Background: an optimization exercise with open tools, aiming at small area, a short achievable clock period and few clock cycles per item. Do not read the settings as production practice. Where RTL was checked, it was by simulation tests only, not by an equivalence proof against the original. The RTL of runs 1 and 2 was laid out without a check of its function. Power is estimated from default activity; no workload was simulated.

===== flow/design.v =====
`timescale 1ns / 1ps
package ucs_pkg;
  localparam int MAX_LEN_DEF = 4096;
  localparam int CH_W     = 8;
  localparam int OFS_W    = 13;
  localparam int PORT_W   = 16;
  localparam int NUM_COMP = 7;
  localparam logic [CH_W-1:0] CH_HASH  = 8'h23;
  localparam logic [CH_W-1:0] CH_QUEST = 8'h3F;
  localparam logic [CH_W-1:0] CH_SLASH = 8'h2F;
  localparam logic [CH_W-1:0] CH_COLON = 8'h3A;
  localparam logic [CH_W-1:0] CH_PLUS  = 8'h2B;
  localparam logic [CH_W-1:0] CH_MINUS = 8'h2D;
  localparam logic [CH_W-1:0] CH_DOT   = 8'h2E;
  localparam logic [CH_W-1:0] CH_ZERO  = 8'h30;
  localparam logic [CH_W-1:0] CH_NINE  = 8'h39;
  typedef struct packed {
    logic [NUM_COMP-1:0] mask;
    logic [OFS_W-1:0]    c;
    logic [OFS_W-1:0]    q;
    logic [OFS_W-1:0]    h;
    logic [OFS_W-1:0]    n;
    logic                has_host;
    logic                abs_flag;
    logic                frag_only_flag;
    logic                overflow;
  } ucs_snap_t;
  function automatic logic is_alpha(input logic [CH_W-1:0] c);
    is_alpha = ((c >= 8'h61 && c <= 8'h7A) || (c >= 8'h41 && c <= 8'h5A));
  endfunction
  function automatic logic is_digit(input logic [CH_W-1:0] c);
    is_digit = ((c >= CH_ZERO) && (c <= CH_NINE));
  endfunction
  function automatic logic is_scheme_char(input logic [CH_W-1:0] c);
    is_scheme_char = (is_alpha(c) || is_digit(c) || c == CH_PLUS || c == CH_MINUS || c == CH_DOT);
  endfunction
endpackage
`timescale 1ns / 1ps
module ucs_parser (
  input  logic                     clk,
  input  logic                     rst,
  input  logic                     step,    
  input  logic                     clear,   
  input  logic [ucs_pkg::CH_W-1:0] ch,
  output ucs_pkg::ucs_snap_t       snap,
  output logic [ucs_pkg::OFS_W-1:0]  l_out,
  output logic [ucs_pkg::OFS_W-1:0]  e_out,
  output logic [ucs_pkg::PORT_W-1:0] port_out,
  output logic                     in_auth
);
  localparam int W = ucs_pkg::OFS_W;
  typedef enum logic [2:0] {
    M_START, M_SCHEME, M_AT_P, M_SLASH1, M_AUTH, M_PATH, M_QUERY, M_FRAG
  } mode_t;
  mode_t         mode, mode_n;
  logic [W-1:0]  pos;
  logic [W-1:0]  c_pos, l_pos, e_pos, q_pos, h_pos;
  logic          absolute, frag_only, has_host, colon_seen;
  logic          has_path, has_query, has_frag, overflow;
  logic [16:0]   acc;       
  logic [3:0]    dig;       
  logic          fold;
  logic [2:0]    cnt;       
  logic          bad;
  logic is_hash, is_quest, is_slash, is_colon, is_al, is_dg, is_sc;
  assign is_hash  = (ch == ucs_pkg::CH_HASH);
  assign is_quest = (ch == ucs_pkg::CH_QUEST);
  assign is_slash = (ch == ucs_pkg::CH_SLASH);
  assign is_colon = (ch == ucs_pkg::CH_COLON);
  assign is_al    = ucs_pkg::is_alpha(ch);
  assign is_dg    = ucs_pkg::is_digit(ch);
  assign is_sc    = ucs_pkg::is_scheme_char(ch);
  logic live;   
  assign live = step && !pos[W-1];
  logic set_c, set_l, set_e, set_q, set_h, set_path, set_host, set_fonly;
  logic port_acc, port_bad;
  always_comb begin
    mode_n    = mode;
    set_c     = 1'b0;
    set_l     = 1'b0;
    set_e     = 1'b0;
    set_q     = 1'b0;
    set_h     = 1'b0;
    set_path  = 1'b0;
    set_host  = 1'b0;
    set_fonly = 1'b0;
    port_acc  = 1'b0;
    port_bad  = 1'b0;
    unique case (mode)
      M_START, M_AT_P: begin
        if (is_hash) begin
          set_h     = 1'b1;
          set_fonly = (mode == M_START);
          mode_n    = M_FRAG;
        end else if (is_quest) begin
          set_q  = 1'b1;
          mode_n = M_QUERY;
        end else if (mode == M_START && is_al) begin
          mode_n = M_SCHEME;
        end else if (is_slash) begin
          mode_n = M_SLASH1;
        end else begin
          set_path = 1'b1;
          mode_n   = M_PATH;
        end
      end
      M_SCHEME: begin
        if (is_colon) begin
          set_c  = 1'b1;
          mode_n = M_AT_P;
        end else if (!is_sc) begin
          set_path = 1'b1;
          mode_n   = M_PATH;
          if (is_quest) begin
            set_q  = 1'b1;
            mode_n = M_QUERY;
          end else if (is_hash) begin
            set_h  = 1'b1;
            mode_n = M_FRAG;
          end
        end
      end
      M_SLASH1: begin
        if (is_slash) begin
          set_host = 1'b1;
          mode_n   = M_AUTH;
        end else begin
          set_path = 1'b1;
          mode_n   = M_PATH;
          if (is_quest) begin
            set_q  = 1'b1;
            mode_n = M_QUERY;
          end else if (is_hash) begin
            set_h  = 1'b1;
            mode_n = M_FRAG;
          end
        end
      end
      M_AUTH: begin
        if (is_slash) begin
          set_e    = 1'b1;
          set_path = 1'b1;
          mode_n   = M_PATH;
        end else if (is_quest) begin
          set_e  = 1'b1;
          set_q  = 1'b1;
          mode_n = M_QUERY;
        end else if (is_hash) begin
          set_e  = 1'b1;
          set_h  = 1'b1;
          mode_n = M_FRAG;
        end else if (is_colon) begin
          set_l = 1'b1;
        end else if (colon_seen) begin
          if (!is_dg || cnt >= 3'd5) port_bad = 1'b1;
          else                       port_acc = 1'b1;
        end
      end
      M_PATH: begin
        if (is_quest) begin
          set_q  = 1'b1;
          mode_n = M_QUERY;
        end else if (is_hash) begin
          set_h  = 1'b1;
          mode_n = M_FRAG;
        end
      end
      M_QUERY: begin
        if (is_hash) begin
          set_h  = 1'b1;
          mode_n = M_FRAG;
        end
      end
      default: ;
    endcase
  end
  always_ff @(posedge clk) begin
    if (rst || clear) begin
      mode       <= M_START;
      pos        <= '0;
      absolute   <= 1'b0;
      frag_only  <= 1'b0;
      has_host   <= 1'b0;
      colon_seen <= 1'b0;
      has_path   <= 1'b0;
      has_query  <= 1'b0;
      has_frag   <= 1'b0;
      overflow   <= 1'b0;
    end else if (step) begin
      if (pos[W-1]) begin
        overflow <= 1'b1;
      end else begin
        pos  <= pos + W'(1);
        mode <= mode_n;
        if (set_c)     absolute   <= 1'b1;
        if (set_fonly) frag_only  <= 1'b1;
        if (set_host)  has_host   <= 1'b1;
        if (set_l)     colon_seen <= 1'b1;
        if (set_path)  has_path   <= 1'b1;
        if (set_q)     has_query  <= 1'b1;
        if (set_h)     has_frag   <= 1'b1;
      end
    end
  end
  always_ff @(posedge clk) begin
    if (live && set_c) c_pos <= pos;
    if (live && set_l) l_pos <= pos;
    if ((live && set_e) || (clear && mode == M_AUTH)) e_pos <= pos;
    if (live && set_q) q_pos <= pos;
    if (live && set_h) h_pos <= pos;
    if (live && set_l) begin
      acc  <= '0;
      cnt  <= '0;
      bad  <= 1'b0;
    end else begin
      if (fold) acc <= 17'(acc[13:0]) * 17'd10 + 17'(dig);
      if (live && port_bad) begin
        bad <= 1'b1;
      end else if (live && port_acc) begin
        dig <= ch[3:0];
        cnt <= cnt + 3'd1;
      end
    end
  end
  always_ff @(posedge clk) begin
    if (rst) fold <= 1'b0;
    else     fold <= live && port_acc && !set_l;
  end
  always_comb begin
    snap.mask = {1'b1, has_frag, has_query,
                 has_path || mode == M_SCHEME || mode == M_SLASH1,
                 colon_seen, has_host, absolute};
    snap.c          = c_pos;
    snap.q          = q_pos;
    snap.h          = h_pos;
    snap.n          = pos;
    snap.has_host   = has_host;
    snap.abs_flag       = absolute;
    snap.frag_only_flag = frag_only;
    snap.overflow       = overflow;
  end
  assign l_out    = l_pos;
  assign e_out    = e_pos;
  assign port_out = (!bad && cnt != 3'd0 && !acc[16]) ? acc[15:0] : '0;
  assign in_auth  = (mode == M_AUTH);
endmodule
`timescale 1ns / 1ps
module ucs_emit (
  input  logic                        clk,
  input  logic                        rst,
  input  logic                        load,
  input  ucs_pkg::ucs_snap_t          snap_in,
  input  logic [ucs_pkg::OFS_W-1:0]   l_in,
  input  logic [ucs_pkg::OFS_W-1:0]   e_in,
  input  logic [ucs_pkg::PORT_W-1:0]  port_in,
  output logic                        free,
  output logic                        le_busy,
  output logic                        rec_valid,
  input  logic                        rec_ready,
  output logic [2:0]                  rec_component,
  output logic [ucs_pkg::OFS_W-1:0]   rec_start_offset,
  output logic [ucs_pkg::OFS_W-1:0]   rec_length,
  output logic [ucs_pkg::PORT_W-1:0]  rec_port_value,
  output logic                        rec_abs_flag,
  output logic                        rec_frag_only_flag,
  output logic                        rec_overflow,
  output logic                        rec_last
);
  localparam int W = ucs_pkg::OFS_W;
  ucs_pkg::ucs_snap_t           snap;
  logic [ucs_pkg::NUM_COMP-1:0] pending;    
  logic [ucs_pkg::NUM_COMP-1:0] sel;        
  logic [ucs_pkg::NUM_COMP-1:0] after_sel, sel_after, sel_load;
  logic [2:0]                   sel_comp;
  logic                         out_valid;
  logic                         advance;
  function automatic logic [ucs_pkg::NUM_COMP-1:0] lowest(input logic [ucs_pkg::NUM_COMP-1:0] m);
    lowest = m & (~m + ucs_pkg::NUM_COMP'(1));
  endfunction
  assign after_sel = pending & ~sel;
  assign sel_after = lowest(after_sel);
  assign sel_load  = lowest(snap_in.mask);
  always_comb begin
    sel_comp = 3'd6;
    for (int i = ucs_pkg::NUM_COMP - 1; i >= 0; i--) begin
      if (sel[i]) sel_comp = 3'(i);
    end
  end
  assign advance = (pending != '0) && (!out_valid || rec_ready);
  assign free    = (pending == '0) || (sel[6] && advance);
  logic [W-1:0] base, stop, start, len;
  logic         k;
  always_comb begin
    base = '0;
    stop = '0;
    k    = 1'b0;
    if (sel[0])                 stop = stop | snap.c;
    if (sel[1])                 base = base | snap.c;
    if (sel[1] && pending[2])   stop = stop | l_in;
    if (sel[1] && !pending[2])  stop = stop | e_in;
    if (sel[2])                 base = base | l_in;
    if (sel[2])                 stop = stop | e_in;
    if (sel[3] && snap.has_host)  base = base | e_in;
    if (sel[3] && !snap.has_host) base = base | snap.c;
    if (sel[3] && pending[4])   stop = stop | snap.q;
    if (sel[3] && !pending[4] && pending[5]) stop = stop | snap.h;
    if (sel[4])                 base = base | snap.q;
    if (sel[4] && pending[5])   stop = stop | snap.h;
    if (sel[5])                 base = base | snap.h;
    if ((sel[3] && !pending[4] && !pending[5]) || (sel[4] && !pending[5]) || sel[5] || sel[6])
      stop = stop | snap.n;
    k = sel[2] | sel[4] | sel[5];
  end
  logic [W:0] len_x;
  assign start = base + W'(k);
  assign len_x = {stop, 1'b1} + {~base, !k};
  assign len   = len_x[W:1];
  always_ff @(posedge clk) begin
    if (rst) begin
      pending   <= '0;
      sel       <= '0;
      out_valid <= 1'b0;
    end else begin
      if (load) begin
        pending <= snap_in.mask;
        sel     <= sel_load;
      end else if (advance) begin
        pending <= after_sel;
        sel     <= sel_after;
      end
      if (advance)        out_valid <= 1'b1;
      else if (rec_ready) out_valid <= 1'b0;
    end
  end
  always_ff @(posedge clk) begin
    if (load) begin
      snap   <= snap_in;
      snap.c <= snap_in.abs_flag ? snap_in.c : (snap_in.has_host ? W'(2) : W'(0));
    end else if (advance && sel[0]) begin
      snap.c <= snap.c + (snap.has_host ? W'(3) : W'(1));
    end
    if (advance) begin
      rec_component      <= sel_comp;
      rec_start_offset   <= start;
      rec_length         <= len;
      rec_abs_flag       <= snap.abs_flag;
      rec_frag_only_flag <= snap.frag_only_flag;
      rec_overflow       <= snap.overflow;
    end
  end
  assign le_busy = pending[1] || pending[2] || (pending[3] && snap.has_host) ||
                   (out_valid && rec_component == 3'd2);
  assign rec_port_value = (rec_component == 3'd2) ? port_in : '0;
  assign rec_last       = (rec_component == 3'd6);
  assign rec_valid      = out_valid;
endmodule
`timescale 1ns / 1ps
module uri_component_splitter_top #(
  parameter int MAX_LEN = ucs_pkg::MAX_LEN_DEF
) (
  input  logic              clk,
  input  logic              rst,
  input  logic              uri_valid,
  output logic              uri_ready,
  input  logic [ucs_pkg::CH_W-1:0]   uri_ch,
  input  logic              uri_end_of_uri,
  output logic              rec_valid,
  input  logic              rec_ready,
  output logic [2:0]        rec_component,
  output logic [ucs_pkg::OFS_W-1:0]  rec_start_offset,
  output logic [ucs_pkg::OFS_W-1:0]  rec_length,
  output logic [ucs_pkg::PORT_W-1:0] rec_port_value,
  output logic              rec_abs_flag,
  output logic              rec_frag_only_flag,
  output logic              rec_overflow,
  output logic              rec_last
);
  ucs_pkg::ucs_snap_t snap;
  logic [ucs_pkg::OFS_W-1:0]  l_pos, e_pos;
  logic [ucs_pkg::PORT_W-1:0] port_value;
  logic      in_auth, le_busy;
  logic      free;
  logic      waiting;    
  logic      take, ended, load;
  assign uri_ready = !waiting && !(in_auth && le_busy);
  assign take      = uri_valid && uri_ready;
  assign ended     = take && uri_end_of_uri;
  assign load      = free && (ended || waiting);
  always_ff @(posedge clk) begin
    if (rst) waiting <= 1'b0;
    else     waiting <= (ended || waiting) && !free;
  end
  ucs_parser u_parser (
    .clk   (clk),
    .rst   (rst),
    .step  (take && !uri_end_of_uri),
    .clear (load),
    .ch    (uri_ch),
    .snap  (snap),
    .l_out    (l_pos),
    .e_out    (e_pos),
    .port_out (port_value),
    .in_auth  (in_auth)
  );
  ucs_emit u_emit (
    .clk     (clk),
    .rst     (rst),
    .load    (load),
    .snap_in (snap),
    .l_in    (l_pos),
    .e_in    (e_pos),
    .port_in (port_value),
    .free    (free),
    .le_busy (le_busy),
    .rec_valid          (rec_valid),
    .rec_ready          (rec_ready),
    .rec_component      (rec_component),
    .rec_start_offset   (rec_start_offset),
    .rec_length         (rec_length),
    .rec_port_value     (rec_port_value),
    .rec_abs_flag       (rec_abs_flag),
    .rec_frag_only_flag (rec_frag_only_flag),
    .rec_overflow       (rec_overflow),
    .rec_last           (rec_last)
  );
endmodule

===== flow/run.sh =====
#!/bin/bash
# synth_recipe.tcl (not shown) runs the flow's synth.tcl, then flattens the netlist and writes it again
# the make line also repeats each setting of config.mk as NAME=value (left out here)
make -C /OpenROAD-flow-scripts/flow DESIGN_CONFIG=/design/flow/config.mk WORK_HOME=/design/flow/orfs CLKGATE_MAP_FILE= SYNTH_SCRIPT=/design/flow/synth_recipe.tcl finish

===== flow/config.mk =====
export PLATFORM = sky130hd
export DESIGN_NAME = uri_component_splitter_top
export DESIGN_NICKNAME = uri_component_splitter_top
export VERILOG_FILES = /design/flow/design.v
export SDC_FILE = /design/flow/constraint.sdc
export NUM_CORES = 4
export LEC_CHECK = 0
export CAP_MARGIN = 20
export CORE_MARGIN = 2
export CORE_UTILIZATION = 40
export SETUP_SLACK_MARGIN = 2.5
export SLEW_MARGIN = 20

===== flow/constraint.sdc =====
create_clock -name core_clock -period 5.0 [get_ports {clk}]
set_input_delay 1.0000 -clock core_clock [delete_from_list [all_inputs] [get_ports {clk}]]
set_output_delay 1.0000 -clock core_clock [all_outputs]
set_load 0.01 [all_outputs]

==> results of run 1 <==
cell families after synthesis:
group,after synthesis,share of synthesized area
AOI/OAI and AO/OA,210,0.129
xor gates and xnor gates,64,0.0507
adders and majority gates,50,0.0593
buffers and inverters,86,0.0299
DFF,218,0.537
muxes,33,0.0326
and+or+nand+nor,357,0.161
registers in the layout (all words and copies together) (netlist names), 3 cells and up:
name / count
u_emit.snap: 56
u_parser.e_pos: 13
u_parser.c_pos: 13
u_parser.mode: 3
u_emit.rec_start_offset: 13
u_parser.pos: 13
u_emit.rec_length: 13
u_parser.h_pos: 13
u_parser.acc: 17
u_emit.pending: 7
u_parser.cnt: 3
u_parser.q_pos: 13
u_parser.l_pos: 13
u_emit.sel: 6
u_emit.rec_component: 3
u_parser.dig: 4
synthesized netlist by cell type (all sizes together), types with 12 or more instances:
master  number
a222oi      13
a221o       12
inv         38
edfxtp     157
nor2b       15
nor2        99
o21ai       38
a211oi      14
clkbuf      38
nand3       39
a22oi       27
dfxtp       61
xor2        28
or3         12
xnor2       36
and2        19
nor3        16
nand2      100
ha          46
mux2        24
a21oi       58
routing by layer:
metal  global-route usage  wire length, µm
met5                    0                0
met4               0.0520              716
met3               0.0258             2270
met2                0.309            13900
met1                0.300            14200
power by group through the flow:
stage                     Sequential, mW  Combinational (mW)  Clock, mW
after floorplan                     2.12               0.455          0
final                               2.09               0.952       1.91
after global routing                2.10                1.02       2.01
after detailed placement            2.14               0.644          0
after CTS                           2.09               0.812       1.93
after global placement              2.14               0.638          0
final cells by class:
| class | count | area, µm² |
|---|---|---|
| inverters | 38 | 175 |
| clock inverters | 10 | 133 |
| well taps | 341 | 427 |
| repair buffers | 180 | 1930 |
| repair inverters | 2 | 18.8 |
| multi-input cells | 717 | 5790 |
| fillers | 2206 | 11800 |
| clock buffers | 34 | 732 |
| flip-flops and latches | 218 | 5980 |
how the worst max path moves through the flow:
| stage | end | depth (start not counted) | slack, ns |
|---|---|---|---|
| 2_1_floorplan | u_emit.rec_length[12]$_DFFE_PP_ | 15 | 2.06 |
| 3_3_place_gp | u_emit.snap[52]$_DFFE_PP_ | 6 | 1.46 |
| 3_5_place_dp | u_emit.rec_length[12]$_DFFE_PP_ | 14 | 1.39 |
| 4_1_cts | rec_port_value[10] | 7 | 1.50 |
| 5_1_grt | rec_port_value[10] | 8 | 1.61 |
| 6_report | rec_port_value[11] | 8 | 1.69 |
through the flow:
step | cells | setup slack [ns]
finish | 1540 | 1.69
global route | 1540 | 1.61
CTS | 1497 | 1.50
detailed placement | 1384 | 1.39
global placement | 1384 | 1.46
floorplan | 1018 | 2.06
critical path: cells and delay by family, from the launching register on:
family / cells / cell delay (ns)
buffers and inverters: 5 / 0.58
and+or+nand+nor: 2 / 0.55
DFF: 1 / 0.45
AOI/OAI and AO/OA: 1 / 0.22
repair_timing:
action | in CTS | in global routing
gates cloned | 4 | 9
buffers inserted | 65 | 34
endpoints found under the setup margin | 260 | 183
pin swaps | 55 | 54
gates resized for setup | 186 | 130
==> impl_metrics.yaml, run 1 <==
grt:
  grt_pass1_vias: 8129
  global_route_overflow: 0
  antenna_found_initial: 0
  grt_max_degree: 35
  gr-usage-all-layers: 0.201
  wire_length_of_the_first_global_routing_pass_mm: 45.5
worst_hold_path:
  holdPathEnd: "u_emit.snap[22]$_DFFE_PP_"
  holdCritStartpoint: "u_parser.h_pos[5]$_DFFE_PP_"
  min_delay_path_depth: 0
  hold_class: "reg2reg"
synthesis:
  yosysTopAreaCell: "edfxtp_1"
  synth.yosys.warnings: 3
  synth_top_cells_by_area: "edfxtp_1 43%, dfxtp_1 11%, ha_1 5.2%"
  portion_of_the_post_synthesis_area_used_by_sequential_elements: 0.537
  yosys_most_used_dff: "edfxtp_1"
  synthArstFlopShare: 0
  postSynthCellCount: 1018
  synth_edf_count: 157
  synthesis.nets: 1081
  synth.ff_latch_count: 218
  number_of_distinct_library_cells_after_synthesis: 71
  synth_top_area_frac: 0.427
  synthesis.area_per_instance_um2: 10.9
  mappedNetlistArea_um2: 11000
cts:
  clockRootBuffer: "clkbuf_16"
  max-clock-path-buffers: 3
  tritoncts.num_buffers: 24
  clk_pin_slew_worst_paths_ns: 0.06
  h-tree-depth: 1
  clock_network_latency_to_the_later_pin_of_the_worst_skew_pair_ns: 0.52
  cts_tree: "built"
  ctsHoldBuffers: 0
  tritoncts_num_sinks: 218
timing:
  finalHoldViolations: 0
  maxClockFrequency_ghz: 0.302
  fin_crit_ns: 3.31
  timing.final.max_slew_violations: 0
  final.setup_skew_ns: 0.0140
  grt_setup_unrepaired: "yes"
  final.period_utilization: 0.663
  final.setup.tns_ns: 0
  relSlewSlack: 0.442
  worstMarginPinSlew_ns: 0.834
  final_hold_slack_ns: 0.415
  setup_viol_count_final: 0
layout:
  final_cell_mix: "157 x edfxtp_1, 93 x nand2_1, 89 x nor2_1"
  layout-drive-gt1-share: 0.315
  layout.cells.most_common: "edfxtp_1"
  finalCoreUtilization: 0.562
  signed_area_change_from_the_synthesized_netlist_to_the_final_layout_pct: 37.4
  num_antenna_cells: 0
  finish.net_count: 1244
  postLayoutCellArea_um2: 15200
setup_path:
  path_cells: "or3b_4 > a2111oi_4 > buf_4 > clkbuf_16 > buf_6 > buf_6 > and2_4 > buf_6"
  worstPathMaxFanout: 4
  critPathLaunchType: "flip-flop"
  crit_start: "u_emit.rec_component[1]$_SDFFCE_PP0P_"
  worst_path_largest_cell_delay_ns: 0.45
  crit_path_frequent_cell: "buf_6"
  criticalPathCategory: "reg2out"
  critPathArrivalTime_ns: 2.31
  critical_path.reg2reg.startpoint: "u_emit.pending[4]$_SDFFE_PP0P_"
  r2r_end: "u_emit.rec_length[12]$_DFFE_PP_"
  worst-r2r-cell-count: 12
  crit_path_top_delay_cell: "edfxtp_1"
  reg2reg_slack_ns: 1.83
  critical_path_required_ns: 4.00
  worst_setup_ep_type: "primary output"
floorplan:
  initial_utilization: 0.409
  core_region_area_um2: 27000
  die_y_um: 170
  row_count: 60
  die-width_um: 170
  io-pin-count: 64
  die-area_um2: 29000
route:
  drt_first_pass_iters: 7
  route.detailed.wl_per_inst_um: 20.2
  wl_mm: 31.1
  antenna_left: 0
  via_per_inst: 5.66
  detailroute.via_count: 8720
  drt_iter0_drc: 962
  detail_route.drc_violations: 0
power_and_ir_drop:
  power.ir.vdd_worst_uv: 218
  relative_contribution_of_sequential_cells_to_total_power: 0.422
  net-switching-power_mw: 1.26
  power.density_nw_per_um2: 326
  pwr-share-comb: 0.192
  finalPower_mw: 4.95
  clock_power_share: 0.386
  swShare: 0.254
  power.leakage_nw: 5.61
  power.internal_mw: 3.69
run_status:
  status: "finished clean"
placed_design:
  dpl-instance-area_um2: 12300
  place_hpwl_mm: 18.5
  place_congestion: 0.812
  portBuffers: 63
job:
  max_cap_viol_count: 0
==> inputs of run 2 (changes only) <==
--- a/flow/config.mk
+++ b/flow/config.mk
@@ -10,3 +10,3 @@
 export CORE_UTILIZATION = 40
-export SETUP_SLACK_MARGIN = 2.5
+export SETUP_SLACK_MARGIN = 2.0
 export SLEW_MARGIN = 20
==> run 2 against run 1 <==
Final cell count is 3.6% lower. Fmax increased by 0.66%. Critical path depth shrank 1. Register-to-register slack got worse by 0.03 ns. Setup slack improved by 0.022 ns. Highest routed layer unchanged. Clock power is 13% lower. Sequential power is essentially flat. Cell area is 9.2% lower. Total power is 7.9% lower.
==> impl_metrics.yaml, run 2 <==
setup_path:
  reg2reg_slack_ns: 1.80
  crit_path_frequent_cell: "buf_6"
  worst-r2r-cell-count: 13
  r2r_end: "u_emit.rec_length[12]$_DFFE_PP_"
  path_cells: "or3b_4 > a2111oi_4 > buf_4 > buf_6 > buf_6 > and2_4 > buf_6"
  worstPathMaxFanout: 3
  critical_path.reg2reg.startpoint: "u_emit.sel[3]$_SDFFE_PP0P_"
  critical_path_required_ns: 4.00
  critPathArrivalTime_ns: 2.29
  crit_path_top_delay_cell: "or3b_4"
  worst_path_largest_cell_delay_ns: 0.45
  critPathLaunchType: "flip-flop"
  worst_setup_ep_type: "primary output"
  criticalPathCategory: "reg2out"
layout:
  final_cell_mix: "157 x edfxtp_1, 99 x nand2_1, 97 x nor2_1"
  reg.largest.list: "u_emit.snap x56, u_parser.acc x17"
  filler_cell_count: 2380
  number_of_flip_flops_in_the_largest_register: 56
  signed_area_change_from_the_synthesized_netlist_to_the_final_layout_pct: 24.8
  finalCoreUtilization: 0.510
  layout.cells.most_common: "edfxtp_1"
  finish.net_count: 1189
  largest_register: "u_emit.snap"
  layout-drive-gt1-share: 0.213
  num_antenna_cells: 0
  postLayoutCellArea_um2: 13800
route:
  detailroute.via_count: 8162
  route.detailed.wl_per_inst_um: 18.2
  via_per_inst: 5.50
  antenna_left: 0
  drt_first_pass_iters: 5
  wl_mm: 27.1
  detail_route.drc_violations: 0
  drt_iter0_drc: 633
placed_design:
  place_congestion: 0.843
  place_hpwl_mm: 17.9
  portBuffers: 63
  dpl-instance-area_um2: 12100
synthesis:
  synth_common_cells: "157 x edfxtp_1, 100 x nand2_1, 99 x nor2_1, 61 x dfxtp_1, 58 x a21oi_1"
  synthesis.nets: 1081
  yosysTopAreaCell: "edfxtp_1"
  synth_top_area_frac: 0.427
  portion_of_the_post_synthesis_area_used_by_sequential_elements: 0.537
  synth.ff_latch_count: 218
  postSynthCellCount: 1018
  synth.yosys.warnings: 3
  mappedNetlistArea_um2: 11000
  synthArstFlopShare: 0
  synth_top_cells_by_area: "edfxtp_1 43%, dfxtp_1 11%, ha_1 5.2%"
  number_of_distinct_library_cells_after_synthesis: 71
  synthMostInstantiatedCell: "edfxtp_1"
  synthesis.area_per_instance_um2: 10.9
  synth_edf_count: 157
  yosys_most_used_dff: "edfxtp_1"
floorplan:
  die_y_um: 170
  initial_utilization: 0.409
  die-width_um: 170
  die-area_um2: 29000
  io-pin-count: 64
  row_count: 60
  core_region_area_um2: 27000
timing:
  setup_viol_count_final: 0
  maxClockFrequency_ghz: 0.304
  final.setup.tns_ns: 0
  final.period_utilization: 0.659
  timing.final.max_slew_violations: 0
  final.setup_skew_ns: 0.0130
  worstMarginPinSlew_ns: 0.779
  relSlewSlack: 0.479
  grt_setup_unrepaired: "yes"
  finalHoldViolations: 0
  fin_crit_ns: 3.29
worst_hold_path:
  hold_class: "reg2reg"
  holdPathEnd: "u_emit.snap[24]$_DFFE_PP_"
  min_delay_path_depth: 0
  holdCritStartpoint: "u_parser.h_pos[7]$_DFFE_PP_"
cts:
  h-tree-depth: 1
  tritoncts.num_buffers: 25
  tritoncts_num_sinks: 218
  clk_pin_slew_worst_paths_ns: 0.06
  cts_tree: "built"
  clock_network_latency_to_the_later_pin_of_the_worst_skew_pair_ns: 0.52
  max-clock-path-buffers: 3
  clockRootBuffer: "clkbuf_16"
run_status:
  status: "finished clean"
grt:
  gr-usage-all-layers: 0.187
  grt_pass1_vias: 7876
  grt_max_degree: 76
  antenna_found_initial: 0
  wire_length_of_the_first_global_routing_pass_mm: 42.7
  global_route_overflow: 0
power_and_ir_drop:
  finalPower_mw: 4.56
  power.ir.vdd_worst_uv: 230
  power.density_nw_per_um2: 331
  power.leakage_nw: 5.05
job:
  max_cap_viol_count: 0
run 2: cell families (layout without fill, tap and decap cells):
group / after synthesis / in the layout / synth area share
AO/OA/AOI/OAI: 210 / 210 / 0.129
XOR/XNOR: 64 / 64 / 0.0507
adder cells (fa/ha/maj): 50 / 50 / 0.0593
buffers and inverters: 86 / 212 / 0.0299
flip-flops: 218 / 218 / 0.537
multiplexers: 33 / 33 / 0.0326
AND/OR/NAND/NOR: 357 / 357 / 0.161
run 2: worst max-delay path, delay by kind of cell, from the launching register on:
kind,cells,cell delay [ns]
AND/OR/NAND/NOR,2,0.58
buffers and inverters,4,0.49
flip-flops,1,0.39
AO/OA/AOI/OAI,1,0.30
run 2: power breakdown:
| part | leakage (nW) | switching (mW) | internal, mW |
|---|---|---|---|
| logic | 2.75 | 0.389 | 0.407 |
| registers | 1.93 | 0.0570 | 2.03 |
| clock network | 0.362 | 0.690 | 0.984 |
run 2: worst max path at each step:
stage                                                startpoint                         endpoint  slack, ns  cells past startpoint
final                     u_emit.rec_component[0]$_SDFFCE_PP0P_               rec_port_value[11]       1.71                      7
after global routing                 u_emit.sel[3]$_SDFFE_PP0P_   u_emit.rec_length[6]$_DFFE_PP_       1.60                     17
after detailed placement                              uri_ch[6]      u_parser.h_pos[9]$_DFFE_PP_       1.38                      5
after floorplan                      u_emit.sel[2]$_SDFFE_PP0P_  u_emit.rec_length[12]$_DFFE_PP_       1.99                     15
after CTS                 u_emit.rec_component[2]$_SDFFCE_PP0P_               rec_port_value[11]       1.71                      7
after global placement                                rec_ready    u_parser.mode[0]$_SDFFE_PP0P_       1.44                      6
run 2: area by class of cell:
cell class / count / area, µm² / area share
tap: 341 / 427 / 0.0309
inverter: 38 / 143 / 0.0103
timing repair buffer: 129 / 1240 / 0.0902
sequential: 218 / 5970 / 0.433
clock inverter: 10 / 72.6 / 0.00526
multi-input combinational: 714 / 5270 / 0.382
clock buffer: 35 / 673 / 0.0488
run 2: routing by layer:
metal  global-route usage  share of wire  vias to the layer above
met2                0.301           0.46                      244
met1                0.264           0.47                     3908
li1                     -              -                     3972
met3               0.0300          0.061                       38
met4               0.0442          0.014                        0
met5                    0              0                        -
run 2: repair_timing:
action                                  in CTS  in global routing
pin swaps                                   40                 34
buffers inserted                            36                 13
endpoints found under the setup margin      81                180
gates cloned                                 2                  0
hold buffers                                 0                  0
resized for setup                          155                 52
run 2: stage by stage:
stage	hold WS, ns	worst slack, ns	instances
after global routing	0.418	1.60	1485
after CTS	0.414	1.71	1472
final	0.413	1.71	1485
after global placement	0.401	1.44	1389
after floorplan	0.400	1.99	1018
after detailed placement	0.405	1.38	1389
==> inputs of run 3 (changes only) <==
--- a/flow/design.v
+++ b/flow/design.v
@@ -48,2 +48,3 @@
   output logic [ucs_pkg::PORT_W-1:0] port_out,
+  output logic                     port_ok,
   output logic                     in_auth
@@ -243,3 +244,4 @@
   assign e_out    = e_pos;
-  assign port_out = (!bad && cnt != 3'd0 && !acc[16]) ? acc[15:0] : '0;
+  assign port_out = acc[15:0];
+  assign port_ok  = !bad && cnt != 3'd0 && !acc[16];
   assign in_auth  = (mode == M_AUTH);
@@ -255,2 +257,3 @@
   input  logic [ucs_pkg::PORT_W-1:0]  port_in,
+  input  logic                        port_valid,
   output logic                        free,
@@ -273,2 +276,3 @@
   logic [ucs_pkg::NUM_COMP-1:0] after_sel, sel_after, sel_load;
+  logic                         busy;       
   logic [2:0]                   sel_comp;
@@ -276,2 +280,3 @@
   logic                         advance;
+  logic                         port_ok;    
   function automatic logic [ucs_pkg::NUM_COMP-1:0] lowest(input logic [ucs_pkg::NUM_COMP-1:0] m);
@@ -288,30 +293,36 @@
   end
-  assign advance = (pending != '0) && (!out_valid || rec_ready);
-  assign free    = (pending == '0) || (sel[6] && advance);
+  assign advance = busy && (!out_valid || rec_ready);
+  assign free    = !busy || (sel[6] && advance);
+  typedef struct packed {
+    logic b_c, b_l, b_e, b_q, b_h;
+    logic s_c, s_l, s_e, s_q, s_h, s_n;
+    logic k;
+  } pick_t;
+  function automatic pick_t pick_of(input logic [ucs_pkg::NUM_COMP-1:0] r,
+                                    input logic [ucs_pkg::NUM_COMP-1:0] p,
+                                    input logic hh);
+    pick_t x;
+    x.b_c = r[1] | (r[3] & !hh);
+    x.b_l = r[2];
+    x.b_e = r[3] & hh;
+    x.b_q = r[4];
+    x.b_h = r[5];
+    x.s_c = r[0];
+    x.s_l = r[1] & p[2];
+    x.s_e = (r[1] & !p[2]) | r[2];
+    x.s_q = r[3] & p[4];
+    x.s_h = (r[3] & !p[4] & p[5]) | (r[4] & p[5]);
+    x.s_n = (r[3] & !p[4] & !p[5]) | (r[4] & !p[5]) | r[5] | r[6];
+    x.k   = r[2] | r[4] | r[5];
+    pick_of = x;
+  endfunction
+  pick_t pick;
   logic [W-1:0] base, stop, start, len;
-  logic         k;
-  always_comb begin
-    base = '0;
-    stop = '0;
-    k    = 1'b0;
-    if (sel[0])                 stop = stop | snap.c;
-    if (sel[1])                 base = base | snap.c;
-    if (sel[1] && pending[2])   stop = stop | l_in;
-    if (sel[1] && !pending[2])  stop = stop | e_in;
-    if (sel[2])                 base = base | l_in;
-    if (sel[2])                 stop = stop | e_in;
-    if (sel[3] && snap.has_host)  base = base | e_in;
-    if (sel[3] && !snap.has_host) base = base | snap.c;
-    if (sel[3] && pending[4])   stop = stop | snap.q;
-    if (sel[3] && !pending[4] && pending[5]) stop = stop | snap.h;
-    if (sel[4])                 base = base | snap.q;
-    if (sel[4] && pending[5])   stop = stop | snap.h;
-    if (sel[5])                 base = base | snap.h;
-    if ((sel[3] && !pending[4] && !pending[5]) || (sel[4] && !pending[5]) || sel[5] || sel[6])
-      stop = stop | snap.n;
-    k = sel[2] | sel[4] | sel[5];
-  end
+  assign base = ({W{pick.b_c}} & snap.c) | ({W{pick.b_l}} & l_in) | ({W{pick.b_e}} & e_in) |
+                ({W{pick.b_q}} & snap.q) | ({W{pick.b_h}} & snap.h);
+  assign stop = ({W{pick.s_c}} & snap.c) | ({W{pick.s_l}} & l_in) | ({W{pick.s_e}} & e_in) |
+                ({W{pick.s_q}} & snap.q) | ({W{pick.s_h}} & snap.h) | ({W{pick.s_n}} & snap.n);
   logic [W:0] len_x;
-  assign start = base + W'(k);
-  assign len_x = {stop, 1'b1} + {~base, !k};
+  assign start = base + W'(pick.k);
+  assign len_x = {stop, 1'b1} + {~base, !pick.k};
   assign len   = len_x[W:1];
@@ -321,2 +332,4 @@
       sel       <= '0;
+      busy      <= 1'b0;
+      pick      <= '0;
       out_valid <= 1'b0;
@@ -326,2 +339,4 @@
         sel     <= sel_load;
+        busy    <= 1'b1;
+        pick    <= pick_of(sel_load, snap_in.mask, snap_in.has_host);
       end else if (advance) begin
@@ -329,2 +344,4 @@
         sel     <= sel_after;
+        busy    <= !sel[6];
+        pick    <= pick_of(sel_after, after_sel, snap.has_host);
       end
@@ -348,2 +365,4 @@
       rec_overflow       <= snap.overflow;
+      rec_last           <= sel[6];
+      port_ok            <= sel[2] && port_valid;
     end
@@ -351,5 +370,4 @@
   assign le_busy = pending[1] || pending[2] || (pending[3] && snap.has_host) ||
-                   (out_valid && rec_component == 3'd2);
-  assign rec_port_value = (rec_component == 3'd2) ? port_in : '0;
-  assign rec_last       = (rec_component == 3'd6);
+                   (out_valid && port_ok);
+  assign rec_port_value = port_ok ? port_in : '0;
   assign rec_valid      = out_valid;
@@ -380,2 +398,3 @@
   logic [ucs_pkg::PORT_W-1:0] port_value;
+  logic      port_ok;
   logic      in_auth, le_busy;
@@ -383,18 +402,31 @@
   logic      waiting;    
-  logic      take, ended, load;
-  assign uri_ready = !waiting && !(in_auth && le_busy);
-  assign take      = uri_valid && uri_ready;
-  assign ended     = take && uri_end_of_uri;
+  logic      consume, ended, load;
+  logic                      in_v, in_eou;
+  logic [ucs_pkg::CH_W-1:0]  in_ch;
+  assign consume   = in_v && !waiting && !(in_auth && le_busy);
+  assign uri_ready = !in_v || consume;
+  assign ended     = consume && in_eou;
   assign load      = free && (ended || waiting);
   always_ff @(posedge clk) begin
-    if (rst) waiting <= 1'b0;
-    else     waiting <= (ended || waiting) && !free;
+    if (rst) begin
+      in_v    <= 1'b0;
+      waiting <= 1'b0;
+    end else begin
+      if (uri_ready) in_v <= uri_valid;
+      waiting <= (ended || waiting) && !free;
+    end
+  end
+  always_ff @(posedge clk) begin
+    if (uri_ready) begin
+      in_ch  <= uri_ch;
+      in_eou <= uri_end_of_uri;
+    end
   end
   ucs_parser u_parser (
-    .clk   (clk),
-    .rst   (rst),
-    .step  (take && !uri_end_of_uri),
-    .clear (load),
-    .ch    (uri_ch),
-    .snap  (snap),
+    .clk      (clk),
+    .rst      (rst),
+    .step     (consume && !in_eou),
+    .clear    (load),
+    .ch       (in_ch),
+    .snap     (snap),
     .l_out    (l_pos),
@@ -402,2 +434,3 @@
     .port_out (port_value),
+    .port_ok  (port_ok),
     .in_auth  (in_auth)
@@ -405,11 +438,12 @@
   ucs_emit u_emit (
-    .clk     (clk),
-    .rst     (rst),
-    .load    (load),
-    .snap_in (snap),
-    .l_in    (l_pos),
-    .e_in    (e_pos),
-    .port_in (port_value),
-    .free    (free),
-    .le_busy (le_busy),
+    .clk        (clk),
+    .rst        (rst),
+    .load       (load),
+    .snap_in    (snap),
+    .l_in       (l_pos),
+    .e_in       (e_pos),
+    .port_in    (port_value),
+    .port_valid (port_ok),
+    .free       (free),
+    .le_busy    (le_busy),
     .rec_valid          (rec_valid),
--- a/flow/config.mk
+++ b/flow/config.mk
@@ -10,3 +10,3 @@
 export CORE_UTILIZATION = 40
-export SETUP_SLACK_MARGIN = 2.0
+export SETUP_SLACK_MARGIN = 2.5
 export SLEW_MARGIN = 20
==> run 3 against run 2 <==
Fmax grew 14%. Final cell count grew 6.3%. Global-route usage shrank 0.68 points. Register-to-register slack gained 0.30 ns. Highest routed layer unchanged. Still clean on timing, DRC and antenna. Via count grew 5.9%. Core utilization grew 0.28 points. Synthesized cell count grew 4.8%. Clock-buffer cell count grew 1. Largest power group unchanged. Sequential share of layout area grew 1.0 points. Sequential power grew 6%. Setup slack gained 0.40 ns.
==> impl_metrics.yaml, run 3 <==
run_status:
  status: "finished clean"
route:
  wl_mm: 28.0
  detailroute.via_count: 8645
  drt_first_pass_iters: 8
  route.detailed.wl_per_inst_um: 17.7
  via_per_inst: 5.47
  antenna_left: 0
  detail_route.drc_violations: 0
  drt_iter0_drc: 807
grt:
  grt_pass1_vias: 8044
  groute.layer.met3.usage: 0.0222
  use_met2: 0.276
  grt_most_used_layer: "met2"
  wire_length_of_the_first_global_routing_pass_mm: 44.3
  antenna_found_initial: 0
  gr-usage-all-layers: 0.180
  met1_usage: 0.268
  global_route_overflow: 0
  grt_max_degree: 46
synthesis:
  yosys_most_used_dff: "edfxtp_1"
  synth_top_cells_by_area: "edfxtp_1 43%, dfxtp_1 12%, ha_1 5.2%"
  portion_of_the_post_synthesis_area_used_by_sequential_elements: 0.552
  synth_mux_area_frac: 0.00769
  yosysTopAreaCell: "edfxtp_1"
  mappedNetlistArea_um2: 11700
  post_synth_xor_area_fraction: 0.0528
  synth_common_cells: "168 x edfxtp_1, 106 x nor2_1, 80 x nand2_1, 71 x dfxtp_1, 54 x nand3_1"
  synthMostInstantiatedCell: "edfxtp_1"
  number_of_distinct_library_cells_after_synthesis: 82
  postSynthCellCount: 1067
  synth_top_family_by_area: "simple AND/OR/NAND/NOR gates"
  synthesis.nets: 1133
  synth_edf_count: 168
  synth_top_area_frac: 0.431
  synth.ff_latch_count: 239
  adder_and_majority_cell_fraction_of_the_synthesized_area: 0.0592
  synthArstFlopShare: 0
  simple_gate_fraction_of_synth_area: 0.156
  synth.yosys.warnings: 3
  synthesis.area_per_instance_um2: 11.0
  post_synthesis_compound_gate_area_fraction: 0.139
layout:
  finalCoreUtilization: 0.513
  multiInputGateArea_um2: 5500
  postLayoutCellArea_um2: 14800
  layout.cells.most_common: "edfxtp_1"
  signed_area_change_from_the_synthesized_netlist_to_the_final_layout_pct: 26.1
  num_antenna_cells: 0
  reg.largest.list: "u_emit.snap x56, u_parser.acc x17"
  layout-drive-gt1-share: 0.221
  filler_cell_count: 2506
  area.sequential_um2: 6540
  post_layout_nonfiller_instances: 1579
  number_of_flip_flops_in_the_largest_register: 56
  final_cell_mix: "168 x edfxtp_1, 99 x nor2_1, 76 x nand2_1"
  finish.net_count: 1240
  largest_register: "u_emit.snap"
timing:
  finalHoldViolations: 0
  final.period_utilization: 0.579
  final.setup.tns_ns: 0
  setup_viol_count_final: 0
  final_hold_slack_ns: 0.400
  relSlewSlack: 0.391
  grt_setup_unrepaired: "yes"
  fin_crit_ns: 2.90
  final.setup_skew_ns: 0.0312
  maxClockFrequency_ghz: 0.345
  worstMarginPinSlew_ns: 0.912
  timing.final.max_slew_violations: 0
setup_path:
  criticalPathCategory: "reg2reg"
  critical_path.reg2reg.startpoint: "u_emit.snap[43]$_DFFE_PP_"
  worst-r2r-cell-count: 11
  path_buf_inv: 0
  worst_setup_ep_type: "flip-flop"
  worst_path_largest_cell_delay_ns: 0.43
  path_cells: "a22oi_1 > nand3_1 > ha_1 > nor2b_4 > o21ai_4 > a21boi_2 > o41ai_2 > nor2_1 > or3_4 > a2111o_1 > o211ai_1"
  crit_path_top_delay_cell: "edfxtp_1"
  critPathArrivalTime_ns: 3.28
  largest_delay_contributor_family_on_the_critical_path: "compound AO/OA/AOI/OAI gates"
  reg2reg_slack_ns: 2.10
  critPathLaunchType: "flip-flop"
  critical_path_required_ns: 5.38
  r2r_end: "u_emit.rec_length[12]$_DFFE_PP_"
  worstPathMaxFanout: 2
worst_hold_path:
  hold_class: "reg2reg"
  holdPathEnd: "u_emit.snap[27]$_DFFE_PP_"
  min_delay_path_depth: 0
  holdCritStartpoint: "u_parser.h_pos[10]$_DFFE_PP_"
cts:
  clk_pin_slew_worst_paths_ns: 0.06
  tritoncts.num_buffers: 27
  tritoncts_num_sinks: 239
  clock_network_latency_to_the_later_pin_of_the_worst_skew_pair_ns: 0.54
  max-clock-path-buffers: 3
  ctsHoldBuffers: 0
  cts_tree: "built"
  clockRootBuffer: "clkbuf_16"
  h-tree-depth: 1
power_and_ir_drop:
  power.ir.vdd_worst_uv: 271
  power.internal_mw: 3.55
  relative_contribution_of_sequential_cells_to_total_power: 0.475
  net-switching-power_mw: 1.13
  clock_power_share: 0.401
  pwr-share-comb: 0.124
  power.density_nw_per_um2: 317
  swShare: 0.241
  power.leakage_nw: 5.35
placed_design:
  place_hpwl_mm: 18.4
  place_congestion: 0.837
  portBuffers: 63
  placed_cells: 1469
  dpl-instance-area_um2: 12800
floorplan:
  initial_utilization: 0.407
  io-pin-count: 64
  row_count: 62
  die-width_um: 175
  core_region_area_um2: 28800
  die-area_um2: 30700
  die_y_um: 175
job:
  max_cap_viol_count: 0
[run 3: cells by family (layout without fill, tap and decap cells)]
| logic type | Yosys count | in the layout |
|---|---|---|
| mux | 9 | 9 |
| compound gates | 235 | 235 |
| simple gates | 366 | 366 |
| xor+xnor | 68 | 68 |
| fa+ha+maj | 53 | 53 |
| buf+inv | 97 | 225 |
| flops | 239 | 239 |
[run 3: how the worst max path moves through the flow]
stage	startpoint	to	slack (ns)	cells after the start
global placement	u_emit.pick[7]$_SDFFE_PP0P_	u_emit.rec_length[12]$_DFFE_PP_	1.67	12
floorplan	u_emit.pick[8]$_SDFFE_PP0P_	u_emit.rec_length[12]$_DFFE_PP_	2.16	14
finish	u_emit.snap[43]$_DFFE_PP_	u_emit.rec_length[12]$_DFFE_PP_	2.10	11
CTS	u_emit.snap[17]$_DFFE_PP_	u_emit.rec_length[12]$_DFFE_PP_	2.15	11
detailed placement	u_emit.pick[7]$_SDFFE_PP0P_	u_emit.rec_length[12]$_DFFE_PP_	1.61	12
global route	u_emit.snap[43]$_DFFE_PP_	u_emit.rec_length[12]$_DFFE_PP_	2.01	11
[run 3: final cells by class]
| class | count | area share |
|---|---|---|
| Inverter | 43 | 0.0111 |
| Tap cell | 384 | 0.0325 |
| Clock buffer | 36 | 0.0524 |
| Clock inverter | 14 | 0.00627 |
| Multi-Input combinational cell | 731 | 0.372 |
| Timing Repair Buffer | 132 | 0.0829 |
| Sequential cell | 239 | 0.443 |
[run 3: repair_timing]
item | 4_1_cts | 5_1_grt
pin swaps | 35 | 38
endpoints found under the hold margin | 0 | 0
setup buffers | 36 | 23
resized for setup | 93 | 115
gates cloned | 0 | 1
setup endpoints to repair | 260 | 164
[run 3: power groups by stage]
| stage | registers [mW] | clock network [mW] | logic, mW |
|---|---|---|---|
| 4_1_cts | 2.22 | 1.92 | 0.502 |
| 2_1_floorplan | 2.25 | 0 | 0.334 |
| 3_3_place_gp | 2.27 | 0 | 0.435 |
| 5_1_grt | 2.23 | 2.01 | 0.635 |
| 3_5_place_dp | 2.27 | 0 | 0.439 |
| 6_report | 2.22 | 1.88 | 0.582 |
[run 3: layer usage]
| metal | vias to the layer above | part of all wire |
|---|---|---|
| li1 | 4164 | - |
| met1 | 4144 | 0.47 |
| met2 | 296 | 0.45 |
| met3 | 41 | 0.061 |
| met4 | 0 | 0.023 |
| met5 | - | 0 |
[run 3: worst register-to-register path: cells and delay by family (launching register included)]
kind	cells	cell delay [ns]
compound gates	6	1.21
fa+ha+maj	1	0.31
flops	1	0.43
simple gates	4	0.78
[run 3: stage by stage]
step	power, mW	setup slack, ns
after floorplan	2.58	2.16
after global placement	2.71	1.67
after detailed placement	2.71	1.61
after CTS	4.64	2.15
after global routing	4.87	2.01
final	4.69	2.10
Testbench counts of run 3, summed over its fixed seeds: cycles 95,490, items 94,275.
==> inputs of run 4 (changes only) <==
--- a/flow/config.mk
+++ b/flow/config.mk
@@ -9,4 +9,4 @@
 export CORE_MARGIN = 2
-export CORE_UTILIZATION = 40
-export SETUP_SLACK_MARGIN = 2.5
+export CORE_UTILIZATION = 65
+export SETUP_SLACK_MARGIN = 2.0
 export SLEW_MARGIN = 20
==> run 4 against run 3 <==
First-iteration DRC count down 1.1%. Setup slack worse by 0.11 ns. Worst hold slack better by 0.013 ns. Critical path depth unchanged. Largest cell class unchanged. Still clean. Routed wire length down 7.2%.
==> impl_metrics.yaml, run 4 <==
layout:
  largest_register: "u_emit.snap"
  finalCoreUtilization: 0.761
  layout.cells.most_common: "edfxtp_1"
  layout-drive-gt1-share: 0.114
  final_cell_mix: "168 x edfxtp_1, 105 x nor2_1, 80 x nand2_1"
  number_of_flip_flops_in_the_largest_register: 56
  signed_area_change_from_the_synthesized_netlist_to_the_final_layout_pct: 15.9
  num_antenna_cells: 0
  reg.largest.list: "u_emit.snap x56, u_parser.acc x17"
  postLayoutCellArea_um2: 13600
  finish.net_count: 1199
timing:
  setup_viol_count_final: 0
  final.period_utilization: 0.601
  timing.final.max_slew_violations: 0
  worstMarginPinSlew_ns: 0.917
  final_hold_slack_ns: 0.412
  final.setup_skew_ns: 0.0273
  relSlewSlack: 0.389
  fin_crit_ns: 3.01
  finalHoldViolations: 0
  maxClockFrequency_ghz: 0.333
  grt_setup_unrepaired: "yes"
  final.setup.tns_ns: 0
route:
  detail_route.drc_violations: 0
  detailroute.via_count: 8389
  drt_iter0_drc: 798
  wl_mm: 25.9
  drt_first_pass_iters: 6
  route.detailed.wl_per_inst_um: 18.8
  antenna_left: 0
  via_per_inst: 6.09
synthesis:
  synthMostInstantiatedCell: "edfxtp_1"
  postSynthCellCount: 1067
  synthesis.area_per_instance_um2: 11.0
  synthArstFlopShare: 0
  number_of_distinct_library_cells_after_synthesis: 82
  synthesis.nets: 1133
  synth_edf_count: 168
  synth.ff_latch_count: 239
  synth_top_cells_by_area: "edfxtp_1 43%, dfxtp_1 12%, ha_1 5.2%"
  synth.yosys.warnings: 3
  yosys_most_used_dff: "edfxtp_1"
  portion_of_the_post_synthesis_area_used_by_sequential_elements: 0.552
  synth_common_cells: "168 x edfxtp_1, 106 x nor2_1, 80 x nand2_1, 71 x dfxtp_1, 54 x nand3_1"
  mappedNetlistArea_um2: 11700
  yosysTopAreaCell: "edfxtp_1"
  synth_top_area_frac: 0.431
floorplan:
  die-width_um: 138
  initial_utilization: 0.656
  core_region_area_um2: 17800
  die-area_um2: 19100
  die_y_um: 138
  row_count: 49
  io-pin-count: 64
grt:
  gr-usage-all-layers: 0.268
  global_route_overflow: 0
  wire_length_of_the_first_global_routing_pass_mm: 41.6
  grt_pass1_vias: 7844
  antenna_found_initial: 0
  grt_max_degree: 52
job:
  max_cap_viol_count: 0
cts:
  clock_network_latency_to_the_later_pin_of_the_worst_skew_pair_ns: 0.53
  tritoncts.num_buffers: 24
  cts_tree: "built"
  clockRootBuffer: "clkbuf_16"
  clk_pin_slew_worst_paths_ns: 0.07
  max-clock-path-buffers: 3
  tritoncts_num_sinks: 239
  h-tree-depth: 1
setup_path:
  largest_delay_contributor_family_on_the_critical_path: "compound AO/OA/AOI/OAI gates"
  critPathArrivalTime_ns: 3.38
  critical_path_required_ns: 5.38
  crit_start: "u_parser.e_pos[3]$_DFFE_PP_"
  r2r_end: "u_emit.rec_length[12]$_DFFE_PP_"
  criticalPathCategory: "reg2reg"
  reg2reg_slack_ns: 1.99
  worstPathMaxFanout: 4
  critical_path.reg2reg.startpoint: "u_parser.e_pos[3]$_DFFE_PP_"
  critPathLaunchType: "flip-flop"
  worst_setup_ep_type: "flip-flop"
  path_cells: "a222oi_1 > and3_4 > ha_1 > o21a_1 > o21ai_0 > inv_1 > o41ai_4 > nor2_1 > or3_1 > a2111o_1 > o211ai_1"
  worstSetupPathDepth: 11
  crit_path_top_delay_cell: "a222oi_1"
  worst-r2r-cell-count: 11
  worstSetupEndpoint: "u_emit.rec_length[12]$_DFFE_PP_"
  path_buf_inv: 1
  worst_path_largest_cell_delay_ns: 0.43
run_status:
  status: "finished clean"
placed_design:
  portBuffers: 63
  place_hpwl_mm: 17.4
  place_congestion: 0.899
  dpl-instance-area_um2: 12500
power_and_ir_drop:
  power.density_nw_per_um2: 321
  power.leakage_nw: 4.85
  power.ir.vdd_worst_uv: 350
worst_hold_path:
  hold_class: "reg2reg"
## run 4: final cells by class
cell class                 instances  area (µm²)
clock buffer                      33         664
clock inverter                     9        60.1
fill                            1225        4270
inverter                          43         161
multi-input combinational        731        5020
sequential                       239        6510
tap                              229         287
timing repair buffer              94         866
## run 4: metrics by stage
| stage | setup WS [ns] | total power [mW] | std cells |
|---|---|---|---|
| finish | 1.99 | 4.36 | 1378 |
| CTS | 1.98 | 4.35 | 1369 |
| global route | 1.90 | 4.50 | 1378 |
| detailed placement | 1.40 | 2.70 | 1315 |
| global placement | 1.57 | 2.69 | 1315 |
| floorplan | 2.02 | 2.57 | 1067 |
## run 4: cells by family after synthesis
logic type / synth area share
and+or+nand+nor: 0.156
DFF: 0.552
AOI/OAI and AO/OA: 0.139
buffers and inverters: 0.0328
xor gates and xnor gates: 0.0528
adders and majority gates: 0.0592
muxes: 0.00769
## run 4: worst min-delay path by stage
| stage | slack [ns] | start | depth (start not counted) | endpoint |
|---|---|---|---|---|
| 6_report | 0.41 | u_parser.q_pos[1]$_DFFE_PP_ | 0 | u_emit.snap[31]$_DFFE_PP_ |
| 3_5_place_dp | 0.40 | u_parser.h_pos[5]$_DFFE_PP_ | 0 | u_emit.snap[22]$_DFFE_PP_ |
| 3_3_place_gp | 0.40 | u_parser.h_pos[6]$_DFFE_PP_ | 0 | u_emit.snap[23]$_DFFE_PP_ |
| 2_1_floorplan | 0.40 | u_emit.snap[2]$_DFFE_PP_ | 0 | u_emit.rec_abs_flag$_DFFE_PP_ |
| 5_1_grt | 0.42 | u_parser.q_pos[0]$_DFFE_PP_ | 0 | u_emit.snap[30]$_DFFE_PP_ |
| 4_1_cts | 0.42 | u_parser.q_pos[1]$_DFFE_PP_ | 0 | u_emit.snap[31]$_DFFE_PP_ |
## run 4: power by group
group | switching (mW) | internal [mW]
Combinational | 0.257 | 0.221
Clock | 0.724 | 0.930
Sequential | 0.0507 | 2.17
## run 4: worst register-to-register path, cell delays in order (launching register included)
cell and delay (ns):
edfxtp_1 0.40, a222oi_1 0.43, and3_4 0.30, ha_1 0.29
o21a_1 0.18, o21ai_0 0.15, inv_1 0.10, o41ai_4 0.08
nor2_1 0.10, or3_1 0.36, a2111o_1 0.38, o211ai_1 0.09
## run 4: layer usage
metal | share of wire | track usage
met1 | 0.45 | 0.399
met2 | 0.44 | 0.411
met3 | 0.095 | 0.0596
met4 | 0.016 | 0.0569
met5 | 0 | 0
## run 4: repair_timing
item                       CTS  global route
pin swaps                   11            12
gates resized for setup     34            26
buffers inserted            12             9
hold buffers                 0             0
setup endpoints to repair   25            17
==> inputs of run 5 (changes only) <==
--- a/flow/config.mk
+++ b/flow/config.mk
@@ -9,3 +9,5 @@
 export CORE_MARGIN = 2
-export CORE_UTILIZATION = 65
+export CORE_UTILIZATION = 40
+export CTS_CLUSTER_DIAMETER = 100
+export CTS_CLUSTER_SIZE = 28
 export SETUP_SLACK_MARGIN = 2.0
==> run 5 against run 4 <==
Synthesized cell count unchanged. Sequential power about the same. Clock power down 35%. Sequential cell count unchanged. Sequential share of layout area up 0.31 points. Largest power group unchanged. Critical path type unchanged. Combinational power down 2%.
==> impl_metrics.yaml, run 5 <==
run_status:
  status: "finished clean"
layout:
  num_antenna_cells: 0
  finish.net_count: 1196
  signed_area_change_from_the_synthesized_netlist_to_the_final_layout_pct: 15.3
  number_of_flip_flops_in_the_largest_register: 56
  reg.largest.list: "u_emit.snap x56, u_parser.acc x17"
  layout-drive-gt1-share: 0.114
  layout.cells.most_common: "edfxtp_1"
  final_cell_mix: "168 x edfxtp_1, 105 x nor2_1, 80 x nand2_1"
  filler_cell_count: 2653
  largest_register: "u_emit.snap"
synthesis:
  synthesis.area_per_instance_um2: 11.0
  synthesis.nets: 1133
  synth.yosys.warnings: 3
  synth_top_cells_by_area: "edfxtp_1 43%, dfxtp_1 12%, ha_1 5.2%"
  synth_top_area_frac: 0.431
  portion_of_the_post_synthesis_area_used_by_sequential_elements: 0.552
  synth.ff_latch_count: 239
  number_of_distinct_library_cells_after_synthesis: 82
  yosys_most_used_dff: "edfxtp_1"
  synthArstFlopShare: 0
  synthMostInstantiatedCell: "edfxtp_1"
  synth_edf_count: 168
  yosysTopAreaCell: "edfxtp_1"
  synth_common_cells: "168 x edfxtp_1, 106 x nor2_1, 80 x nand2_1, 71 x dfxtp_1, 54 x nand3_1"
  mappedNetlistArea_um2: 11700
  postSynthCellCount: 1067
grt:
  antenna_found_initial: 0
  grt_max_degree: 52
  global_route_overflow: 0
  grt_pass1_vias: 7752
  gr-usage-all-layers: 0.178
  wire_length_of_the_first_global_routing_pass_mm: 43.6
timing:
  final.setup_skew_ns: 0.0188
  maxClockFrequency_ghz: 0.347
  setup_viol_count_final: 0
  worstMarginPinSlew_ns: 0.919
  timing.final.max_slew_violations: 0
  final.period_utilization: 0.577
  relSlewSlack: 0.387
  final.setup.tns_ns: 0
  finalHoldViolations: 0
  worst_slack_ns: 2.12
  fin_crit_ns: 2.88
  grt_setup_unrepaired: "no"
setup_path:
  worst_setup_ep_type: "flip-flop"
  path_buf_inv: 2
  critical_path_required_ns: 5.40
  criticalPathCategory: "reg2reg"
  path_cells: "ha_1 > ha_1 > or4_1 > o22a_2 > buf_4 > buf_4 > a221o_1 > xor2_1 > xnor2_1 > a211oi_2"
  worst_path_largest_cell_delay_ns: 0.52
  largest_delay_contributor_family_on_the_critical_path: "compound AO/OA/AOI/OAI gates"
  crit_path_top_delay_cell: "or4_1"
  worstPathMaxFanout: 6
  critPathLaunchType: "flip-flop"
  critPathArrivalTime_ns: 3.28
floorplan:
  die-width_um: 175
  row_count: 62
  die-area_um2: 30700
  initial_utilization: 0.407
  die_y_um: 175
  io-pin-count: 64
  core_region_area_um2: 28800
route:
  via_per_inst: 5.55
  route.detailed.wl_per_inst_um: 18.1
  detail_route.drc_violations: 0
  wl_mm: 27.5
  antenna_left: 0
  drt_first_pass_iters: 5
  detailroute.via_count: 8441
  drt_iter0_drc: 799
placed_design:
  place_congestion: 0.868
  post-place-ws_ns: 1.47
  portBuffers: 63
  place_hpwl_mm: 19.2
cts:
  clockRootBuffer: "clkbuf_16"
  h-tree-depth: 1
  cts_tree: "built"
  ctsHoldBuffers: 0
  max-clock-path-buffers: 3
  tritoncts.num_buffers: 12
  clk_pin_slew_worst_paths_ns: 0.10
  clock_network_latency_to_the_later_pin_of_the_worst_skew_pair_ns: 0.48
  tritoncts_num_sinks: 239
power_and_ir_drop:
  power.ir.vdd_worst_uv: 162
  power.density_nw_per_um2: 279
  power.leakage_nw: 4.73
job:
  max_cap_viol_count: 0
worst_hold_path:
  hold_class: "reg2reg"
-- run 5: layout make-up --
type | instances | area [µm²] | area share
well taps | 384 | 480 | 0.0356
clock buffers | 19 | 348 | 0.0258
inverters | 43 | 164 | 0.0121
flip-flops and latches | 239 | 6520 | 0.483
multi-input cells | 731 | 5030 | 0.373
clock inverters | 1 | 16.3 | 0.00120
repair buffers | 103 | 943 | 0.0699
-- run 5: repair_timing --
item | 4_1_cts | 5_1_grt
pin swaps | 12 | 10
gates resized for setup | 43 | 30
buffers inserted | 15 | 16
setup endpoints to repair | 81 | 39
-- run 5: stage by stage --
| step | utilization | total power [mW] | instances | cell area (µm²) | hold WS (ns) |
|---|---|---|---|---|---|
| after floorplan | - | 2.57 | 1067 | 11700 | 0.400 |
| after global placement | 0.440 | 2.70 | 1468 | 12700 | 0.402 |
| after detailed placement | 0.440 | 2.71 | 1468 | 12700 | 0.405 |
| after CTS | 0.461 | 3.79 | 1503 | 13300 | 0.428 |
| after global routing | 0.469 | 3.94 | 1520 | 13500 | 0.438 |
| final | 0.469 | 3.77 | 1520 | 13500 | 0.426 |
-- run 5: worst paths after layout --
kind | start | endpoint | slack, ns | depth (start not counted)
hold reg to reg | u_parser.h_pos[1]$_DFFE_PP_ | u_emit.snap[18]$_DFFE_PP_ | 0.43 | 0
setup reg to reg | u_parser.acc[8]$_SDFFE_PP0P_ | u_parser.acc[16]$_SDFFE_PP0P_ | 2.12 | 10
setup / recovery | u_parser.acc[8]$_SDFFE_PP0P_ | u_parser.acc[16]$_SDFFE_PP0P_ | 2.12 | 10
hold / removal | u_parser.h_pos[1]$_DFFE_PP_ | u_emit.snap[18]$_DFFE_PP_ | 0.43 | 0
-- run 5: cells by family (layout without fill, tap and decap cells) --
kind of cell               Yosys count  count (layout)  synth area share
DFF                                239             239             0.552
xor gates and xnor gates            68              68            0.0528
AOI/OAI and AO/OA                  235             235             0.139
muxes                                9               9           0.00769
adders and majority gates           53              53            0.0592
buffers and inverters               97             166            0.0328
and+or+nand+nor                    366             366             0.156
-- run 5: power by group --
| group | total [mW] | internal [mW] | leakage (nW) | switching (mW) |
|---|---|---|---|---|
| clock network | 1.08 | 0.492 | 0.174 | 0.586 |
| logic | 0.470 | 0.217 | 2.40 | 0.253 |
| registers | 2.22 | 2.17 | 2.16 | 0.0512 |
| total | 3.77 | 2.88 | 4.73 | 0.890 |
-- run 5: per-layer routing --
metal,track usage,vias up,part of all wire
met4,0.0389,0,0.017
met3,0.0283,32,0.076
met5,0,-,0
met2,0.252,354,0.42
li1,-,4050,-
met1,0.282,4005,0.49
==> inputs of run 6 (changes only) <==
--- a/flow/config.mk
+++ b/flow/config.mk
@@ -10,4 +10,2 @@
 export CORE_UTILIZATION = 40
-export CTS_CLUSTER_DIAMETER = 100
-export CTS_CLUSTER_SIZE = 28
 export SETUP_SLACK_MARGIN = 2.0
==> run 6 against run 5 <==
Still clean. Synthesized area is the same. Register-to-register slack is essentially flat. Critical path depth is the same. Synthesized cell count is the same. Sequential cell count is the same. Critical endpoint unchanged. Highest routed layer unchanged.
==> impl_metrics.yaml, run 6 <==
run_status:
  status: "finished clean"
grt:
  wire_length_of_the_first_global_routing_pass_mm: 44.2
  gr-usage-all-layers: 0.181
  global_route_overflow: 0
  grt_max_degree: 52
  antenna_found_initial: 0
setup_path:
  critPathArrivalTime_ns: 3.33
  critPathLaunchType: "flip-flop"
  critical_path.reg2reg.startpoint: "u_parser.acc[9]$_SDFFE_PP0P_"
  crit_start: "u_parser.acc[9]$_SDFFE_PP0P_"
  criticalPathCategory: "reg2reg"
  worstPathMaxFanout: 4
timing:
  final.period_utilization: 0.578
  fin_crit_ns: 2.89
  worstMarginPinSlew_ns: 1.02
  finalHoldViolations: 0
  final.setup.tns_ns: 0
  final.setup_skew_ns: 0.0105
  timing.final.max_slew_violations: 0
  grt_setup_unrepaired: "yes"
floorplan:
  row_count: 62
  io-pin-count: 64
  die-area_um2: 30700
  initial_utilization: 0.407
  die-width_um: 175
  die_y_um: 175
placed_design:
  placed_cells: 1468
  place_congestion: 0.868
  post-place-ws_ns: 1.47
  portBuffers: 63
layout:
  number_of_flip_flops_in_the_largest_register: 56
  postLayoutCellArea_um2: 14000
  reg.largest.list: "u_emit.snap x56, u_parser.acc x17"
  multiInputGateArea_um2: 5020
  finish.net_count: 1205
  final_cell_mix: "168 x edfxtp_1, 105 x nor2_1, 80 x nand2_1"
  layout-drive-gt1-share: 0.129
  area.sequential_um2: 6510
  layout.cells.most_common: "edfxtp_1"
  num_antenna_cells: 0
  largest_register: "u_emit.snap"
  filler_cell_count: 2612
cts:
  clock_network_latency_to_the_later_pin_of_the_worst_skew_pair_ns: 0.52
  clockRootBuffer: "clkbuf_16"
  h-tree-depth: 1
  tritoncts_num_sinks: 239
  tritoncts.num_buffers: 25
  cts_tree: "built"
synthesis:
  synth_edf_count: 168
  yosysTopAreaCell: "edfxtp_1"
  synthesis.nets: 1133
  portion_of_the_post_synthesis_area_used_by_sequential_elements: 0.552
  synth.ff_latch_count: 239
  number_of_distinct_library_cells_after_synthesis: 82
  synthMostInstantiatedCell: "edfxtp_1"
  synth.yosys.warnings: 3
  synth_common_cells: "168 x edfxtp_1, 106 x nor2_1, 80 x nand2_1, 71 x dfxtp_1, 54 x nand3_1"
  yosys_most_used_dff: "edfxtp_1"
  mappedNetlistArea_um2: 11700
  synthArstFlopShare: 0
  synth_top_cells_by_area: "edfxtp_1 43%, dfxtp_1 12%, ha_1 5.2%"
route:
  detailroute.via_count: 8428
  detail_route.drc_violations: 0
  drt_iter0_drc: 879
  route.detailed.wl_per_inst_um: 18.1
  antenna_left: 0
  via_per_inst: 5.47
job:
  max_cap_viol_count: 0
power_and_ir_drop:
  power.leakage_nw: 4.97
  power.density_nw_per_um2: 338
worst_hold_path:
  hold_class: "reg2reg"
[run 6: cells by family (layout without fill, tap and decap cells)]
family                     after synthesis  in the layout  share of synthesized area
DFF                                    239            239                      0.552
adders and majority gates               53             53                     0.0592
muxes                                    9              9                    0.00769
buffers and inverters                   97            187                     0.0328
and+or+nand+nor                        366            366                      0.156
xor gates and xnor gates                68             68                     0.0528
AOI/OAI and AO/OA                      235            235                      0.139
[run 6: critical path: stages, from the launching register on]
cell,delay [ns]
dfxtp_1,0.40
ha_1,0.26
ha_1,0.22
or4_1,0.55
o22a_2,0.28
buf_4,0.14
buf_4,0.12
a221o_1,0.32
xor2_1,0.16
xnor2_1,0.15
a211oi_2,0.21
[run 6: power by group]
group          internal [mW]  switching (mW)
clock                   1.29           0.748
sequential              2.17          0.0512
combinational          0.217           0.255
total                   3.68            1.05
[run 6: worst paths after layout]
path / slack (ns) / endpoint / cells after the start
max reg2reg: 2.11 / u_parser.acc[16]$_SDFFE_PP0P_ / 10
max: 2.11 / u_parser.acc[16]$_SDFFE_PP0P_ / 10
min reg2reg: 0.41 / u_emit.snap[42]$_DFFE_PP_ / 0
min: 0.41 / u_emit.snap[42]$_DFFE_PP_ / 0
[run 6: per-layer routing]
metal | GRT usage | vias to the layer above | wire [µm]
met5 | 0 | - | 0
met4 | 0.0465 | 0 | 611
met3 | 0.0302 | 46 | 2500
met2 | 0.255 | 356 | 11500
met1 | 0.285 | 3946 | 13300
li1 | - | 4080 | -
[run 6: cell type report]
type | instances | share of cell area
Sequential cell | 239 | 0.465
Multi-Input combinational cell | 731 | 0.358
Timing Repair Buffer | 99 | 0.0654
Clock buffer | 28 | 0.0462
Tap cell | 384 | 0.0343
Clock inverter | 17 | 0.0193
Inverter | 43 | 0.0117
[run 6: through the flow]
| stage | util | total power, mW | hold slack [ns] |
|---|---|---|---|
| final | 0.487 | 4.74 | 0.412 |
| after global routing | 0.487 | 4.92 | 0.425 |
| after CTS | 0.480 | 4.76 | 0.417 |
| after detailed placement | 0.440 | 2.71 | 0.405 |
| after global placement | 0.440 | 2.70 | 0.402 |
| after floorplan | - | 2.57 | 0.400 |
[run 6: what timing repair did]
action | CTS | global route
hold buffers | 0 | 0
gates cloned | 0 | 0
buffers inserted | 14 | 13
setup endpoints to repair | 80 | 77
pin swaps | 12 | 8
gates resized for setup | 39 | 29

Setup slack of run 6, layout unchanged: 2.111 ns with ideal ports, 2.100 ns with driving cells assumed (clock clkbuf_16, inputs buf_2), 1.710 ns with port delays also shifted by the 0.556 ns mid clock arrival.
